Background: an optimization exercise with open tools, aiming at small area. Do not read the settings as production practice.
The RTL was checked by simulation tests, not by an equivalence proof against the original design.

==> v38: inputs <==
==> flow/design.v <==
package mul_pkg;
    localparam int DEF_NUM_PP = 13;
    localparam int DEF_PP_W   = 26;
    localparam int DEF_OP_W   = 32;
    localparam int PP_BUS_W   = DEF_NUM_PP * DEF_PP_W;
    typedef enum logic [1:0] {
        EMPTY = 2'd0,
        ONE   = 2'd1,
        FULL  = 2'd2
    } state_t;
endpackage
module mul_entry_reg #(
    parameter int W = 8
) (
    input  logic         clk,
    input  logic         rst,
    input  logic         ld_i,
    input  logic [W-1:0] d_i,
    output logic [W-1:0] q_o
);
    logic [W-1:0] data_q;
    always_ff @(posedge clk) begin
        if (rst) data_q <= '0;
        else if (ld_i) data_q <= d_i;
    end
    assign q_o = data_q;
endmodule
module mul_stage_reg #(
    parameter int NUM_PP = mul_pkg::DEF_NUM_PP,
    parameter int PP_W   = mul_pkg::DEF_PP_W,
    parameter int OP_W   = mul_pkg::DEF_OP_W
) (
    input  logic                   clk,
    input  logic                   rst,
    input  logic                   flush,
    input  logic                   in_valid,
    output logic                   in_ready,
    input  logic [NUM_PP*PP_W-1:0] in_pp,
    input  logic [OP_W-1:0]        in_a,
    input  logic [OP_W-1:0]        in_b,
    output logic                   out_valid,
    input  logic                   out_ready,
    output logic [NUM_PP*PP_W-1:0] out_pp,
    output logic [OP_W-1:0]        out_a,
    output logic [OP_W-1:0]        out_b,
    output logic [1:0]             occupancy
);
    localparam int EW = NUM_PP * PP_W + 2 * OP_W;
    mul_pkg::state_t          state_q, state_d;
    logic            in_xfer, main_ld_d, skid_ld_d;
    logic [EW-1:0]   in_e, main_d, main_q, skid_q;
    assign in_e = {in_pp, in_a, in_b};
    always_comb begin
        state_d   = state_q;
        main_ld_d = 1'b0;
        skid_ld_d = 1'b0;
        main_d    = in_e;
        in_xfer   = in_valid & ~state_q[1];
        case (state_q)
            mul_pkg::EMPTY: begin
                main_ld_d = in_xfer;
                state_d   = in_xfer ? mul_pkg::ONE : mul_pkg::EMPTY;
            end
            mul_pkg::ONE: begin
                main_ld_d = in_xfer & out_ready;
                skid_ld_d = in_xfer & ~out_ready;
                state_d   = (in_xfer & ~out_ready) ? mul_pkg::FULL :
                            (~in_xfer & out_ready) ? mul_pkg::EMPTY : mul_pkg::ONE;
            end
            mul_pkg::FULL: begin
                main_ld_d = out_ready;
                main_d    = skid_q;
                state_d   = out_ready ? mul_pkg::ONE : mul_pkg::FULL;
            end
            default: state_d = mul_pkg::EMPTY;
        endcase
        if (flush) begin
            state_d   = mul_pkg::EMPTY;
            main_ld_d = 1'b0;
            skid_ld_d = 1'b0;
        end
    end
    always_ff @(posedge clk) begin
        if (rst) state_q <= mul_pkg::EMPTY;
        else state_q <= state_d;
    end
    mul_entry_reg #(.W(EW)) u_main (
        .clk  (clk),
        .rst  (rst),
        .ld_i (main_ld_d),
        .d_i  (main_d),
        .q_o  (main_q)
    );
    mul_entry_reg #(.W(EW)) u_skid (
        .clk  (clk),
        .rst  (rst),
        .ld_i (skid_ld_d),
        .d_i  (in_e),
        .q_o  (skid_q)
    );
    assign in_ready  = ~state_q[1];
    assign out_valid = |state_q;
    assign occupancy = state_q;
    assign {out_pp, out_a, out_b} = main_q;
endmodule
==> flow/run.sh <==
#!/bin/bash
# synth_recipe.tcl (not shown) runs the flow's synth.tcl, then flattens the netlist and writes it again
# the make line also repeats each setting of config.mk as NAME=value (left out here)
make -C /OpenROAD-flow-scripts/flow DESIGN_CONFIG=/design/flow/config.mk WORK_HOME=/design/flow/orfs CLKGATE_MAP_FILE= SYNTH_SCRIPT=/design/flow/synth_recipe.tcl finish
==> flow/config.mk <==
export PLATFORM = sky130hd
export DESIGN_NAME = mul_stage_reg
export DESIGN_NICKNAME = mul_stage_reg
export VERILOG_FILES = /design/flow/design.v
export SDC_FILE = /design/flow/constraint.sdc
export NUM_CORES = 4
export LEC_CHECK = 0
export CAP_MARGIN = 20
export CORE_MARGIN = 2
export CORE_UTILIZATION = 40
export SLEW_MARGIN = 20
==> flow/constraint.sdc <==
create_clock -name core_clock -period 5.0 [get_ports {clk}]
set_input_delay 1.0000 -clock core_clock [delete_from_list [all_inputs] [get_ports {clk}]]
set_output_delay 1.0000 -clock core_clock [all_outputs]
set_load 0.01 [all_outputs]
==> inputs of v24, as changes to v38 <==
==> flow/design.v (replaced) <==
package mul_pkg;
    localparam int DEF_NUM_PP = 13;
    localparam int DEF_PP_W   = 26;
    localparam int DEF_OP_W   = 32;
    localparam int PP_BUS_W   = DEF_NUM_PP * DEF_PP_W;
endpackage
module mul_entry_reg #(
    parameter int W    = 8,
    parameter int NSRC = 1
) (
    input  logic         clk,
    input  logic         s_a,
    input  logic         s_b,
    input  logic         s_h,
    input  logic [W-1:0] a_i,
    input  logic [W-1:0] b_i,
    output logic [W-1:0] q_o
);
    for (genvar i = 0; i < W; i++) begin : g_bit
        mul_entry_bit #(.NSRC(NSRC)) u_bit (
            .clk (clk),
            .s_a (s_a),
            .s_b (s_b),
            .s_h (s_h),
            .a_i (a_i[i]),
            .b_i (b_i[i]),
            .q_o (q_o[i])
        );
    end
endmodule
module mul_entry_bit #(
    parameter int NSRC = 1
) (
    input  logic clk,
    input  logic s_a,
    input  logic s_b,
    input  logic s_h,
    input  logic a_i,
    input  logic b_i,
    output logic q_o
);
    logic data_q;
    if (NSRC == 2) begin : g_two
        always_ff @(posedge clk) data_q <= (a_i & s_a) | (b_i & s_b) | (data_q & s_h);
    end else begin : g_one
        always_ff @(posedge clk) data_q <= (a_i & s_a) | (data_q & s_h);
    end
    assign q_o = data_q;
endmodule
module mul_stage_reg #(
    parameter int NUM_PP = mul_pkg::DEF_NUM_PP,
    parameter int PP_W   = mul_pkg::DEF_PP_W,
    parameter int OP_W   = mul_pkg::DEF_OP_W
) (
    input  logic                   clk,
    input  logic                   rst,
    input  logic                   flush,
    input  logic                   in_valid,
    output logic                   in_ready,
    input  logic [NUM_PP*PP_W-1:0] in_pp,
    input  logic [OP_W-1:0]        in_a,
    input  logic [OP_W-1:0]        in_b,
    output logic                   out_valid,
    input  logic                   out_ready,
    output logic [NUM_PP*PP_W-1:0] out_pp,
    output logic [OP_W-1:0]        out_a,
    output logic [OP_W-1:0]        out_b,
    output logic [1:0]             occupancy
);
    localparam int EW = NUM_PP * PP_W + 2 * OP_W;
    logic [1:0]    occ_q, occ_d;
    logic          full_q, nfull_q;
    logic          empty, in_xfer, out_xfer;
    logic          m_in, m_sk, m_hold;
    logic [EW-1:0] in_e, main_q, skid_q;
    assign in_e     = {in_pp, in_a, in_b};
    assign nfull_q  = ~full_q;
    assign empty    = ~(occ_q[1] | occ_q[0]);
    assign in_xfer  = in_valid & nfull_q;
    assign out_xfer = ~empty & out_ready;
    always_comb begin
        occ_d = occ_q;
        if (flush)                    occ_d = 2'd0;
        else if (in_xfer & ~out_xfer) occ_d = occ_q + 2'd1;
        else if (~in_xfer & out_xfer) occ_d = occ_q - 2'd1;
    end
    always_ff @(posedge clk) begin
        if (rst) begin
            occ_q   <= 2'd0;
            full_q  <= 1'b0;
        end else begin
            occ_q   <= occ_d;
            full_q  <= occ_d[1];
        end
    end
    assign m_hold = ~empty & ~out_ready;
    assign m_sk   = full_q & out_ready;
    assign m_in   = nfull_q & (empty | out_ready);
    mul_entry_reg #(.W(EW), .NSRC(2)) u_main (
        .clk (clk),
        .s_a (m_in),
        .s_b (m_sk),
        .s_h (m_hold),
        .a_i (in_e),
        .b_i (skid_q),
        .q_o (main_q)
    );
    mul_entry_reg #(.W(EW), .NSRC(1)) u_skid (
        .clk (clk),
        .s_a (nfull_q),
        .s_b (1'b0),
        .s_h (full_q),
        .a_i (in_e),
        .b_i ('0),
        .q_o (skid_q)
    );
    assign in_ready  = nfull_q;
    assign out_valid = ~empty;
    assign occupancy = occ_q;
    assign {out_pp, out_a, out_b} = main_q;
endmodule
==> flow/flow/run.sh (new file) <==
#!/bin/bash
# The standard layout with two changes:
#  - buffer_ports inserts the smallest buffer (sky130_fd_sc_hd__buf_1) on
#    every input and output port instead of the tool's pick;
#  - clock tree synthesis clusters more flip-flops per leaf buffer, uses
#    smaller clock buffers and adds no dummy loads.
set -euo pipefail
bash standard.sh \
  "BUFFER_PORTS_ARGS=-buffer_cell sky130_fd_sc_hd__buf_1" \
  "CTS_ARGS=-sink_clustering_enable -repair_clock_nets -dont_use_dummy_load -buf_list sky130_fd_sc_hd__clkbuf_8 -sink_clustering_size 16 -sink_clustering_max_diameter 70" \
  finish > standard_make.log 2>&1
==> flow/standard.sh (new file) <==
#!/bin/bash
# synth_recipe.tcl (not shown) runs the flow's synth.tcl, then flattens the netlist and writes it again
# the make line also repeats each setting of config.mk as NAME=value (left out here)
make -C /OpenROAD-flow-scripts/flow DESIGN_CONFIG=/design/flow/config.mk WORK_HOME=/design/flow/orfs CLKGATE_MAP_FILE= SYNTH_SCRIPT=/design/flow/synth_recipe.tcl "${@:-finish}"
- GPL_TIMING_DRIVEN: not set -> 0
- SYNTH_HIERARCHICAL: not set -> 1
removed: flow/run.sh
==> comparison table <==
quantity                                                                               v38                       v24
Run status                                                         complete, no violations   complete, no violations
Inserted Clock Buffers                                                                  93                        57
Insertion delay to the later sink of the worst-skew pair                           0.65 ns                   0.68 ns
Die width                                                                         301.1 um                  255.5 um
Final worst path period need                                                      3.197 ns                  3.986 ns
Initial DRC Count                                                                     1757                      3190
DP Worst Slack                                                                    1.158 ns                  1.624 ns
First-pass GRT wire length                                                       183300 um                 133100 um
Arrival @ worst endpoint                                                           3.70 ns                   2.99 ns
Highest achievable clock rate                                                    312.8 MHz                 250.9 MHz
Detailed-routed wire length on met2                                               57020 um                  43050 um
R2r setup slk                                                                      2.13 ns                   1.78 ns
Number of H-tree levels                                                                  3                         2
Clk_buf instances                                                                      132                        57
Fin crit share                                                                      0.6393                    0.7972
Master of the slowest instance on the critical path       sky130_fd_sc_hd__clkdlybuf4s50_1  sky130_fd_sc_hd__dfxtp_4
DRT met1 WL                                                                       51110 um                  32670 um
Via count of the first global-routing pass                                           28990                     22330
Inverters                                                                                2                       404
Std-Cell Core Area                                                             87160 sq um               62850 sq um

## afterwards: timing with drivers on the ports
The flow's constraints put no driver on any port. The routed layouts listed below were extracted and timed again, unchanged, in two steps.
Step 1: set_driving_cell puts a clkbuf_16 on clk and a buf_2 on each other input, an assumption about the parent block.
Step 2 adds t to the input delays and takes it off the output delays; t is the mean of the earliest and latest rising clock arrival at the registers after step 1. Input paths then give back, and output paths get back, about the clock's delay inside the block.
Slacks: ideal ports / drivers / drivers and shift; pairs: ideal ports / drivers.
run	shift t [ns]	setup WS [ns]	worst setup path after step 2
v38	0.710	1.803 / 1.754 / 1.045	input to register
v24	0.718	1.014 / 0.955 / 1.534	input to register
After both steps setup and hold are still met in every run listed. The setup slack of v38, which loses most, moves by -0.049 ns with the drivers and by -0.758 ns with both steps.
